Background: an optimization exercise with open tools, aiming at small area, a short achievable clock period and few clock cycles per item. Do not read the settings as production practice.
Function was checked by simulation only, so behaviour that the tests miss may differ from the original.
Power is estimated from default activity; no workload was simulated.

==> trial 22: inputs <==
==> flow/design.v <==
package sat_pkg;
  localparam int unsigned ADDR_W  = 32;
  localparam int unsigned COUNT_W = 5;
  localparam logic [1:0] OP_CLEAR = 2'd0;
  localparam logic [1:0] OP_LOAD  = 2'd1;
  localparam logic [1:0] OP_V2F   = 2'd2;
  localparam logic [1:0] OP_F2V   = 2'd3;
  localparam logic [1:0] STATUS_OK   = 2'd0;
  localparam logic [1:0] STATUS_MISS = 2'd1;
  localparam logic [1:0] STATUS_FULL = 2'd2;
  localparam logic [ADDR_W-1:0] FILE_ALIGN_RST = 32'd512;
  localparam logic [ADDR_W-1:0] SECT_ALIGN_RST = 32'd4096;
endpackage
module section_address_translator (
  input  logic               clk,
  input  logic               rst_n,
  input  logic               cfg_we,
  input  logic [0:0]         cfg_index,
  input  logic [sat_pkg::ADDR_W-1:0]  cfg_data,
  input  logic               in_valid,
  output logic               in_ready,
  input  logic [1:0]         in_op,
  input  logic [sat_pkg::ADDR_W-1:0]  in_address,
  input  logic [sat_pkg::ADDR_W-1:0]  in_raw_start,
  input  logic [sat_pkg::ADDR_W-1:0]  in_raw_size,
  input  logic [sat_pkg::ADDR_W-1:0]  in_virt_start,
  input  logic [sat_pkg::ADDR_W-1:0]  in_virt_size,
  output logic               out_valid,
  input  logic               out_ready,
  output logic [1:0]         out_status,
  output logic [sat_pkg::ADDR_W-1:0]  out_translated,
  output logic [sat_pkg::ADDR_W-1:0]  out_raw_end_rounded,
  output logic [sat_pkg::ADDR_W-1:0]  out_virt_end_rounded,
  output logic [sat_pkg::COUNT_W-1:0] out_entry_count
);
  localparam int N = 16;
  function automatic logic [N-1:0] msb_onehot(input logic [N-1:0] v);
    msb_onehot = '0;
    for (int i = 0; i < N; i++) if (v[i]) msb_onehot = N'(1) << i;
  endfunction
  function automatic logic [32:0] add32(input logic [31:0] x, input logic [31:0] y,
                                        input logic ci);
    logic [31:0] p, gg, pp;
    p  = x ^ y;
    gg = x & y;
    pp = p;
    gg[0] = gg[0] | (p[0] & ci);
    for (int l = 0; l < 5; l++)
      for (int k = 0; k < 32; k++)
        if (((k >> l) & 1) == 1) begin
          gg[k] = gg[k] | (pp[k] & gg[((k >> (l + 1)) << (l + 1)) + (1 << l) - 1]);
          pp[k] = pp[k] & pp[((k >> (l + 1)) << (l + 1)) + (1 << l) - 1];
        end
    add32 = {gg[31], p ^ {gg[30:0], ci}};
  endfunction
  function automatic logic ge(input logic [31:0] x, input logic [31:0] y);
    logic c;
    c = 1'b1;
    for (int k = 0; k < 32; k++) c = (x[k] & ~y[k]) | ((x[k] | ~y[k]) & c);
    ge = c;
  endfunction
  logic [31:0] fa_r, sa_r;
  logic        fa_p2, sa_p2;    
  logic [31:0] m_f, m_s;        
  always_ff @(posedge clk) begin
    if (!rst_n) begin
      fa_r <= sat_pkg::FILE_ALIGN_RST;
      sa_r <= sat_pkg::SECT_ALIGN_RST;
    end else if (cfg_we) begin
      if (cfg_index == 1'b0) fa_r <= cfg_data;
      else                   sa_r <= cfg_data;
    end
  end
  logic [32:0] fa_m1, sa_m1;
  logic        fa_p2n, sa_p2n;
  assign fa_m1  = add32(fa_r, 32'hFFFF_FFFF, 1'b0);
  assign sa_m1  = add32(sa_r, 32'hFFFF_FFFF, 1'b0);
  assign fa_p2n = (fa_r & fa_m1[31:0]) == 32'd0;
  assign sa_p2n = (sa_r & sa_m1[31:0]) == 32'd0;
  always_ff @(posedge clk) begin
    if (!rst_n) begin
      fa_p2 <= 1'b1;
      sa_p2 <= 1'b1;
      m_f   <= sat_pkg::FILE_ALIGN_RST - 32'd1;
      m_s   <= sat_pkg::SECT_ALIGN_RST - 32'd1;
    end else begin
      fa_p2 <= fa_p2n;
      sa_p2 <= sa_p2n;
      m_f   <= (fa_p2n && fa_m1[32]) ? fa_m1[31:0] : 32'd0;
      m_s   <= (sa_p2n && sa_m1[32]) ? sa_m1[31:0] : 32'd0;
    end
  end
  logic [N-1:0][31:0] s_rb, s_re, s_vb, s_ve;
  logic [N-1:0]       s_v;
  logic [4:0]         count_r;
  logic [3:0]         head_r;      
  logic        full, ins_ok, accept, ins, p0_free;
  logic [31:0] raw_end_in, virt_end_in;
  logic [4:0]  count_nxt;
  assign full        = count_r[4];
  assign ins_ok      = (count_r == 5'd0) || ((head_r + 4'd1 - count_r[3:0]) == 4'd0);
  assign in_ready    = p0_free && !(in_op == sat_pkg::OP_LOAD && !full && !ins_ok);
  assign accept      = in_valid && in_ready;
  assign ins         = accept && in_op == sat_pkg::OP_LOAD && !full;
  logic [32:0] raw_sum_in, virt_sum_in;
  assign raw_sum_in  = add32(in_raw_start, in_raw_size, 1'b0);
  assign virt_sum_in = add32(in_virt_start, in_virt_size, 1'b0);
  assign raw_end_in  = raw_sum_in[31:0];
  assign virt_end_in = virt_sum_in[31:0];
  always_comb begin
    count_nxt = count_r;
    if (in_op == sat_pkg::OP_CLEAR) count_nxt = 5'd0;
    else if (in_op == sat_pkg::OP_LOAD && !full) count_nxt = count_r + 5'd1;
  end
  always_ff @(posedge clk) begin
    for (int i = 1; i < N; i++) begin
      s_rb[i] <= s_rb[i-1];
      s_re[i] <= s_re[i-1];
      s_vb[i] <= s_vb[i-1];
      s_ve[i] <= s_ve[i-1];
    end
    if (ins) begin
      s_rb[0] <= in_raw_start;
      s_re[0] <= raw_end_in;
      s_vb[0] <= in_virt_start;
      s_ve[0] <= virt_end_in;
    end else begin
      s_rb[0] <= s_rb[N-1];
      s_re[0] <= s_re[N-1];
      s_vb[0] <= s_vb[N-1];
      s_ve[0] <= s_ve[N-1];
    end
  end
  always_ff @(posedge clk) begin
    if (!rst_n) begin
      s_v     <= '0;
      count_r <= 5'd0;
      head_r  <= 4'd0;
    end else begin
      if (accept && in_op == sat_pkg::OP_CLEAR) s_v <= '0;
      else s_v <= {s_v[N-2:0], ins ? 1'b1 : s_v[N-1]};
      if (accept) count_r <= count_nxt;
      head_r <= (ins && count_r == 5'd0) ? 4'd0 : head_r + 4'd1;
    end
  end
  logic [N-1:0] lowm_r;
  always_ff @(posedge clk) begin
    for (int i = 0; i < N; i++)
      lowm_r[i] <= (4'(i) <= ((rst_n && ins && count_r == 5'd0) ? 4'd0 : head_r + 4'd1));
  end
  logic p0_v, p1_v, p2_v, out_v;
  logic p0_adv, p1_adv, p2_adv, p1_free, p2_free, stall_out;
  logic slow, dv_need, dv_step, dv_done, dv_lane_s, dv_fin, dv_w33;
  logic [6:0] dv_cnt;
  logic [1:0] p0_op, p1_op, p2_op;
  assign stall_out = out_v && !out_ready;
  assign p2_adv    = p2_v && !stall_out;
  assign p2_free   = !p2_v || p2_adv;
  assign p1_adv    = p1_v && p2_free;
  assign p1_free   = !p1_v || p1_adv;
  assign slow      = !(fa_p2 && sa_p2);
  assign dv_need   = p0_v && p0_op == sat_pkg::OP_LOAD && slow;
  assign dv_step   = dv_need && !dv_done;
  assign p0_adv    = p0_v && p1_free && !dv_step;
  assign p0_free   = !p0_v || p0_adv;
  always_ff @(posedge clk) begin
    if (!rst_n) begin
      p0_v  <= 1'b0;
      p1_v  <= 1'b0;
      p2_v  <= 1'b0;
      out_v <= 1'b0;
    end else begin
      if (accept) p0_v <= 1'b1;
      else if (p0_adv) p0_v <= 1'b0;
      if (p0_adv) p1_v <= 1'b1;
      else if (p1_adv) p1_v <= 1'b0;
      if (p1_adv) p2_v <= 1'b1;
      else if (p2_adv) p2_v <= 1'b0;
      if (p2_adv) out_v <= 1'b1;
      else if (out_ready) out_v <= 1'b0;
    end
  end
  assign out_valid = out_v;
  logic        p0_full;
  logic [4:0]  p0_cnt;
  logic [31:0] p0_a, p0_b;     
  logic [31:0] dv_r, dv_d, dv_x, dv_y;
  logic [32:0] dv_sh, dv_sub;
  logic        dv_z;
  logic [6:0]  dv_cnt_n;
  assign dv_cnt_n  = dv_cnt + 7'd1;
  assign dv_d      = dv_lane_s ? sa_r : fa_r;
  assign dv_sh     = {dv_r, dv_lane_s ? p0_b[31] : p0_a[31]};
  assign dv_x      = dv_fin ? dv_d : dv_sh[31:0];
  assign dv_y      = dv_fin ? dv_r : dv_d;
  assign dv_sub    = add32(dv_x, ~dv_y, 1'b1);
  always_ff @(posedge clk) begin
    if (accept) begin
      p0_op   <= in_op;
      p0_cnt  <= count_nxt;
      p0_full <= full;
      p0_a    <= (in_op == sat_pkg::OP_LOAD) ? raw_end_in : in_address;
      p0_b    <= virt_end_in;
      dv_cnt    <= 7'd0;
      dv_r      <= 32'd0;
      dv_lane_s <= 1'b0;
      dv_fin    <= 1'b0;
      dv_w33    <= 1'b0;
      dv_done   <= 1'b0;
    end else if (dv_step) begin
      dv_cnt    <= dv_cnt_n;
      dv_lane_s <= dv_cnt_n > 7'd33;
      dv_fin    <= dv_cnt_n == 7'd32 || dv_cnt_n == 7'd66;
      dv_w33    <= dv_cnt_n == 7'd33;
      dv_done   <= dv_cnt_n == 7'd67;
      if (dv_fin) begin
        dv_r <= dv_sub[31:0];
        dv_z <= dv_r == 32'd0 || dv_d == 32'd0;
      end else if (dv_w33) begin
        p0_a <= rnd_f;
        dv_r <= 32'd0;
      end else begin
        if (dv_lane_s) p0_b <= {p0_b[30:0], p0_b[31]};
        else           p0_a <= {p0_a[30:0], p0_a[31]};
        dv_r <= (dv_sh[32] || dv_sub[32]) ? dv_sub[31:0] : dv_sh[31:0];
      end
    end
  end
  logic [N-1:0] hit;
  always_comb begin
    for (int i = 0; i < N; i++)
      hit[i] = s_v[i] && ge(p0_a, p0_op[0] ? s_rb[i] : s_vb[i])
                      && ge(p0_op[0] ? s_re[i] : s_ve[i], p0_a);
  end
  logic [32:0] rs_f, rs_s;
  logic [31:0] rnd_f, rnd_s;
  logic        z_f, z_s;
  assign z_f   = slow ? dv_z : (p0_a & m_f) == 32'd0;
  assign z_s   = slow ? dv_z : (p0_b & m_s) == 32'd0;
  assign rs_f  = add32(slow ? p0_a : (p0_a | m_f), slow ? dv_r : 32'd0, !slow);
  assign rs_s  = add32(slow ? p0_b : (p0_b | m_s), slow ? dv_r : 32'd0, !slow);
  assign rnd_f = z_f ? p0_a : rs_f[31:0];
  assign rnd_s = z_s ? p0_b : rs_s[31:0];
  logic [1:0]   p1_st;
  logic [4:0]   p1_cnt;
  logic [31:0]  p1_a, p1_b;    
  logic [N-1:0] p1_hit;        
  always_ff @(posedge clk) begin
    if (p1_free) begin
      p1_op  <= p0_op;
      p1_cnt <= p0_cnt;
      p1_st  <= (p0_op == sat_pkg::OP_LOAD && p0_full) ? sat_pkg::STATUS_FULL : sat_pkg::STATUS_OK;
      p1_a   <= (p0_op == sat_pkg::OP_LOAD && !slow) ? rnd_f : p0_a;
      p1_b   <= rnd_s;
      p1_hit <= {hit[N-2:0], hit[N-1]};
    end else begin
      p1_hit <= {p1_hit[N-2:0], p1_hit[N-1]};
    end
  end
  logic [N-1:0] hreq, sel;
  logic [31:0]  rb_sel, vb_sel;
  always_comb begin
    hreq = p1_hit & lowm_r;
    sel  = (hreq != '0) ? msb_onehot(hreq) : msb_onehot(p1_hit);
    rb_sel = '0;
    vb_sel = '0;
    for (int i = 0; i < N; i++) begin
      rb_sel = rb_sel | (s_rb[i] & {32{sel[i]}});
      vb_sel = vb_sel | (s_vb[i] & {32{sel[i]}});
    end
  end
  logic        p2_hit;
  logic [1:0]  p2_st;
  logic [4:0]  p2_cnt;
  logic [31:0] p2_x, p2_y, p2_a;   
  always_ff @(posedge clk) begin
    if (p2_free) begin
      p2_op  <= p1_op;
      p2_cnt <= p1_cnt;
      p2_hit <= p1_hit != '0;
      p2_st  <= p1_st;
      p2_a   <= p1_a;
      if (p1_op == sat_pkg::OP_LOAD) begin
        p2_x <= p1_a;
        p2_y <= p1_b;
      end else begin
        p2_x <= p1_op[0] ? rb_sel : vb_sel;
        p2_y <= p1_op[0] ? vb_sel : rb_sel;
      end
    end
  end
  logic [31:0] cs_s, cs_c;
  logic [32:0] tr_sum;
  assign cs_s   = p2_y ^ p2_a ^ ~p2_x;
  assign cs_c   = (p2_y & p2_a) | (p2_y & ~p2_x) | (p2_a & ~p2_x);
  assign tr_sum = add32(cs_s, {cs_c[30:0], 1'b0}, 1'b1);
  always_ff @(posedge clk) begin
    if (p2_adv) begin
      out_entry_count      <= p2_cnt;
      out_status           <= p2_st;
      out_translated       <= 32'd0;
      out_raw_end_rounded  <= 32'd0;
      out_virt_end_rounded <= 32'd0;
      case (p2_op)
        sat_pkg::OP_LOAD: begin
          out_raw_end_rounded  <= p2_x;
          out_virt_end_rounded <= p2_y;
        end
        sat_pkg::OP_V2F, sat_pkg::OP_F2V: begin
          out_status     <= p2_hit ? sat_pkg::STATUS_OK : sat_pkg::STATUS_MISS;
          out_translated <= p2_hit ? tr_sum[31:0] : 32'hFFFF_FFFF;
        end
        default: ;
      endcase
    end
  end
endmodule
==> flow/run.sh <==
#!/bin/bash
# synth_recipe.tcl (not shown) runs the flow's synth.tcl, then flattens the netlist and writes it again
# the make line also repeats each setting of config.mk as NAME=value (left out here)
make -C /OpenROAD-flow-scripts/flow DESIGN_CONFIG=/design/flow/config.mk WORK_HOME=/design/flow/orfs CLKGATE_MAP_FILE= SYNTH_SCRIPT=/design/flow/synth_recipe.tcl finish
==> flow/config.mk <==
export PLATFORM = sky130hd
export DESIGN_NAME = section_address_translator
export DESIGN_NICKNAME = section_address_translator
export VERILOG_FILES = /design/flow/design.v
export SDC_FILE = /design/flow/constraint.sdc
export NUM_CORES = 4
export LEC_CHECK = 0
export CAP_MARGIN = 20
export CORE_MARGIN = 2
export CORE_UTILIZATION = 60
export CTS_BUF_LIST = sky130_fd_sc_hd__clkbuf_8
export SETUP_SLACK_MARGIN = 4.0
export SLEW_MARGIN = 20
==> flow/constraint.sdc <==
create_clock -name core_clock -period 8.0 [get_ports {clk}]
set_input_delay 1.6000 -clock core_clock [delete_from_list [all_inputs] [get_ports {clk}]]
set_output_delay 1.6000 -clock core_clock [all_outputs]
set_load 0.01 [all_outputs]
==> trial 94: changes against trial 22 <==
==> flow/design.v, changed modules only <==
module section_address_translator (
  input  logic               clk,
  input  logic               rst_n,
  input  logic               cfg_we,
  input  logic [0:0]         cfg_index,
  input  logic [sat_pkg::ADDR_W-1:0]  cfg_data,
  input  logic               in_valid,
  output logic               in_ready,
  input  logic [1:0]         in_op,
  input  logic [sat_pkg::ADDR_W-1:0]  in_address,
  input  logic [sat_pkg::ADDR_W-1:0]  in_raw_start,
  input  logic [sat_pkg::ADDR_W-1:0]  in_raw_size,
  input  logic [sat_pkg::ADDR_W-1:0]  in_virt_start,
  input  logic [sat_pkg::ADDR_W-1:0]  in_virt_size,
  output logic               out_valid,
  input  logic               out_ready,
  output logic [1:0]         out_status,
  output logic [sat_pkg::ADDR_W-1:0]  out_translated,
  output logic [sat_pkg::ADDR_W-1:0]  out_raw_end_rounded,
  output logic [sat_pkg::ADDR_W-1:0]  out_virt_end_rounded,
  output logic [sat_pkg::COUNT_W-1:0] out_entry_count
);
  localparam int N = 16;
  function automatic logic [N-1:0] msb_onehot(input logic [N-1:0] v);
    msb_onehot = '0;
    for (int i = 0; i < N; i++) if (v[i]) msb_onehot = N'(1) << i;
  endfunction
  function automatic logic [31:0] low_mask(input logic [31:0] a);
    logic z;
    z = 1'b1;
    for (int i = 0; i < 32; i++) begin
      z = z & ~a[i];
      low_mask[i] = z;
    end
  endfunction
  function automatic logic ge(input logic [31:0] x, input logic [31:0] y);
    logic c;
    c = 1'b1;
    for (int k = 0; k < 32; k++) c = (x[k] & ~y[k]) | ((x[k] | ~y[k]) & c);
    ge = c;
  endfunction
  logic [31:0] fa_r, sa_r;
  logic        fa_p2, sa_p2;    
  always_ff @(posedge clk) begin
    if (!rst_n) begin
      fa_r  <= sat_pkg::FILE_ALIGN_RST;
      sa_r  <= sat_pkg::SECT_ALIGN_RST;
      fa_p2 <= 1'b1;
      sa_p2 <= 1'b1;
    end else if (cfg_we) begin
      if (cfg_index == 1'b0) begin
        fa_r  <= cfg_data;
        fa_p2 <= (cfg_data & (cfg_data - 32'd1)) == 32'd0;
      end else begin
        sa_r  <= cfg_data;
        sa_p2 <= (cfg_data & (cfg_data - 32'd1)) == 32'd0;
      end
    end
  end
  logic [N-1:0][31:0] s_rb, s_re, s_vb, s_ve;
  logic [N-1:0]       s_v;
  logic [4:0]         count_r;
  logic [3:0]         head_r;      
  logic        full, ins_ok, accept, ins, p0_free;
  logic [31:0] raw_end_in, virt_end_in;
  logic [4:0]  count_nxt;
  assign full        = count_r[4];
  assign ins_ok      = (count_r == 5'd0) || ((head_r + 4'd1 - count_r[3:0]) == 4'd0);
  assign in_ready    = p0_free && !(in_op == sat_pkg::OP_LOAD && !full && !ins_ok);
  assign accept      = in_valid && in_ready;
  assign ins         = accept && in_op == sat_pkg::OP_LOAD && !full;
  assign raw_end_in  = in_raw_start + in_raw_size;
  assign virt_end_in = in_virt_start + in_virt_size;
  always_comb begin
    count_nxt = count_r;
    if (in_op == sat_pkg::OP_CLEAR) count_nxt = 5'd0;
    else if (in_op == sat_pkg::OP_LOAD && !full) count_nxt = count_r + 5'd1;
  end
  always_ff @(posedge clk) begin
    for (int i = 1; i < N; i++) begin
      s_rb[i] <= s_rb[i-1];
      s_re[i] <= s_re[i-1];
      s_vb[i] <= s_vb[i-1];
      s_ve[i] <= s_ve[i-1];
    end
    if (ins) begin
      s_rb[0] <= in_raw_start;
      s_re[0] <= raw_end_in;
      s_vb[0] <= in_virt_start;
      s_ve[0] <= virt_end_in;
    end else begin
      s_rb[0] <= s_rb[N-1];
      s_re[0] <= s_re[N-1];
      s_vb[0] <= s_vb[N-1];
      s_ve[0] <= s_ve[N-1];
    end
  end
  always_ff @(posedge clk) begin
    if (!rst_n) begin
      s_v     <= '0;
      count_r <= 5'd0;
      head_r  <= 4'd0;
    end else begin
      if (accept && in_op == sat_pkg::OP_CLEAR) s_v <= '0;
      else s_v <= {s_v[N-2:0], ins ? 1'b1 : s_v[N-1]};
      if (accept) count_r <= count_nxt;
      head_r <= (ins && count_r == 5'd0) ? 4'd0 : head_r + 4'd1;
    end
  end
  logic [N-1:0] lowm_r;
  always_ff @(posedge clk) begin
    for (int i = 0; i < N; i++)
      lowm_r[i] <= (4'(i) <= ((rst_n && ins && count_r == 5'd0) ? 4'd0 : head_r + 4'd1));
  end
  logic p0_v, p1_v, p2_v, out_v;
  logic p0_adv, p1_adv, p2_adv, p1_free, p2_free, stall_out;
  logic dv_need, dv_step;
  logic [5:0] dv_cnt;
  logic [1:0] p0_op, p1_op, p2_op;
  assign stall_out = out_v && !out_ready;
  assign p2_adv    = p2_v && !stall_out;
  assign p2_free   = !p2_v || p2_adv;
  assign p1_adv    = p1_v && p2_free;
  assign p1_free   = !p1_v || p1_adv;
  assign dv_need   = p0_v && p0_op == sat_pkg::OP_LOAD && !(fa_p2 && sa_p2);
  assign dv_step   = dv_need && !dv_cnt[5];
  assign p0_adv    = p0_v && p1_free && !dv_step;
  assign p0_free   = !p0_v || p0_adv;
  always_ff @(posedge clk) begin
    if (!rst_n) begin
      p0_v  <= 1'b0;
      p1_v  <= 1'b0;
      p2_v  <= 1'b0;
      out_v <= 1'b0;
    end else begin
      if (accept) p0_v <= 1'b1;
      else if (p0_adv) p0_v <= 1'b0;
      if (p0_adv) p1_v <= 1'b1;
      else if (p1_adv) p1_v <= 1'b0;
      if (p1_adv) p2_v <= 1'b1;
      else if (p2_adv) p2_v <= 1'b0;
      if (p2_adv) out_v <= 1'b1;
      else if (out_ready) out_v <= 1'b0;
    end
  end
  assign out_valid = out_v;
  logic        p0_full;
  logic [4:0]  p0_cnt;
  logic [31:0] p0_a, p0_b;     
  logic [31:0] dv_r0, dv_r1;
  logic [32:0] dv_sh0, dv_sh1;
  assign dv_sh0 = {dv_r0, p0_a[31]};
  assign dv_sh1 = {dv_r1, p0_b[31]};
  always_ff @(posedge clk) begin
    if (accept) begin
      p0_op   <= in_op;
      p0_cnt  <= count_nxt;
      p0_full <= full;
      p0_a    <= (in_op == sat_pkg::OP_LOAD) ? raw_end_in : in_address;
      p0_b    <= virt_end_in;
      dv_cnt  <= 6'd0;
      dv_r0   <= 32'd0;
      dv_r1   <= 32'd0;
    end else if (dv_step) begin
      p0_a   <= {p0_a[30:0], p0_a[31]};
      p0_b   <= {p0_b[30:0], p0_b[31]};
      dv_cnt <= dv_cnt + 6'd1;
      dv_r0  <= (dv_sh0 >= {1'b0, fa_r}) ? 32'(dv_sh0 - {1'b0, fa_r}) : dv_sh0[31:0];
      dv_r1  <= (dv_sh1 >= {1'b0, sa_r}) ? 32'(dv_sh1 - {1'b0, sa_r}) : dv_sh1[31:0];
    end
  end
  logic [N-1:0] hit;
  always_comb begin
    for (int i = 0; i < N; i++)
      hit[i] = s_v[i] && ge(p0_a, p0_op[0] ? s_rb[i] : s_vb[i])
                      && ge(p0_op[0] ? s_re[i] : s_ve[i], p0_a);
  end
  logic [31:0] m_f, m_s, r_f, r_s, rnd_f, rnd_s;
  assign m_f   = low_mask(fa_r);
  assign m_s   = low_mask(sa_r);
  assign r_f   = fa_p2 ? (p0_a & m_f) : dv_r0;
  assign r_s   = sa_p2 ? (p0_b & m_s) : dv_r1;
  assign rnd_f = (m_f[31] || r_f == 32'd0) ? p0_a : p0_a - r_f + fa_r;
  assign rnd_s = (m_s[31] || r_s == 32'd0) ? p0_b : p0_b - r_s + sa_r;
  logic [1:0]   p1_st;
  logic [4:0]   p1_cnt;
  logic [31:0]  p1_a, p1_b;    
  logic [N-1:0] p1_hit;        
  always_ff @(posedge clk) begin
    if (p1_free) begin
      p1_op  <= p0_op;
      p1_cnt <= p0_cnt;
      p1_st  <= (p0_op == sat_pkg::OP_LOAD && p0_full) ? sat_pkg::STATUS_FULL : sat_pkg::STATUS_OK;
      p1_a   <= (p0_op == sat_pkg::OP_LOAD) ? rnd_f : p0_a;
      p1_b   <= rnd_s;
      p1_hit <= {hit[N-2:0], hit[N-1]};
    end else begin
      p1_hit <= {p1_hit[N-2:0], p1_hit[N-1]};
    end
  end
  logic [N-1:0] hreq, sel;
  logic [31:0]  rb_sel, vb_sel;
  always_comb begin
    hreq = p1_hit & lowm_r;
    sel  = (hreq != '0) ? msb_onehot(hreq) : msb_onehot(p1_hit);
    rb_sel = '0;
    vb_sel = '0;
    for (int i = 0; i < N; i++) begin
      rb_sel = rb_sel | (s_rb[i] & {32{sel[i]}});
      vb_sel = vb_sel | (s_vb[i] & {32{sel[i]}});
    end
  end
  logic        p2_hit;
  logic [1:0]  p2_st;
  logic [4:0]  p2_cnt;
  logic [31:0] p2_x, p2_y, p2_a;   
  always_ff @(posedge clk) begin
    if (p2_free) begin
      p2_op  <= p1_op;
      p2_cnt <= p1_cnt;
      p2_hit <= p1_hit != '0;
      p2_st  <= p1_st;
      p2_a   <= p1_a;
      if (p1_op == sat_pkg::OP_LOAD) begin
        p2_x <= p1_a;
        p2_y <= p1_b;
      end else begin
        p2_x <= p1_op[0] ? rb_sel : vb_sel;
        p2_y <= p1_op[0] ? vb_sel : rb_sel;
      end
    end
  end
  always_ff @(posedge clk) begin
    if (p2_adv) begin
      out_entry_count      <= p2_cnt;
      out_status           <= p2_st;
      out_translated       <= 32'd0;
      out_raw_end_rounded  <= 32'd0;
      out_virt_end_rounded <= 32'd0;
      case (p2_op)
        sat_pkg::OP_LOAD: begin
          out_raw_end_rounded  <= p2_x;
          out_virt_end_rounded <= p2_y;
        end
        sat_pkg::OP_V2F, sat_pkg::OP_F2V: begin
          out_status     <= p2_hit ? sat_pkg::STATUS_OK : sat_pkg::STATUS_MISS;
          out_translated <= p2_hit ? p2_y + p2_a - p2_x : 32'hFFFF_FFFF;
        end
        default: ;
      endcase
    end
  end
endmodule
==> summary of the runs <==
- Trial 22 produced a clean layout. Trial 94 finished with timing, DRC and antenna clean.
- In clock power, trial 94 and trial 22 hardly differ.
- Between trial 94 and trial 22, the lower via count is in trial 22 (gap about 4%, measured against trial 22).
- Against trial 22, the maximum frequency of trial 94 is lower by about 7%.
- Against trial 94, the critical path depth of trial 22 is lower by 11.
- Sequential power is about the same in trial 94 and trial 22.
- Against trial 22, the register-to-register slack of trial 94 is worse by 370 ps.
Testbench counts of trial 22, summed over its fixed seeds: cycles 2,518, items 2,486.
Testbench counts of trial 94, summed over its fixed seeds: cycles 2,518, items 2,486.

==> what the ideal ports hide <==
Ports are ideal in the flow. The routed layouts listed here were re-timed in OpenROAD.
Step 1: set_driving_cell puts a clkbuf_16 on clk and a buf_2 on each other input, an assumption about the parent block.
Step 2, shift: input delay + t, output delay - t, t = (earliest + latest rising clock arrival at the registers) / 2. This alone moves slack from input paths to output paths.
Slacks: no drivers / after step 1 / after step 2; pairs: no drivers / after step 1.
run	t (ns)	slack for setup (ns)	worst hold slack (ns)	slew at the worst register clock pin (ns)	worst data-port slew with drivers (ns)
trial 22	1.209	3.161 / 3.070 / 2.844	0.297 / 0.297 / 0.297	0.07 / 0.07	0.13
trial 94	1.194	2.800 / 2.800 / 2.281	0.285 / 0.285 / 0.285	0.08 / 0.08	0.24
After both steps every run listed still meets setup and hold. For trial 94, which loses most, drivers alone change the setup slack by 0.000 ns; drivers and shift together by -0.519 ns.
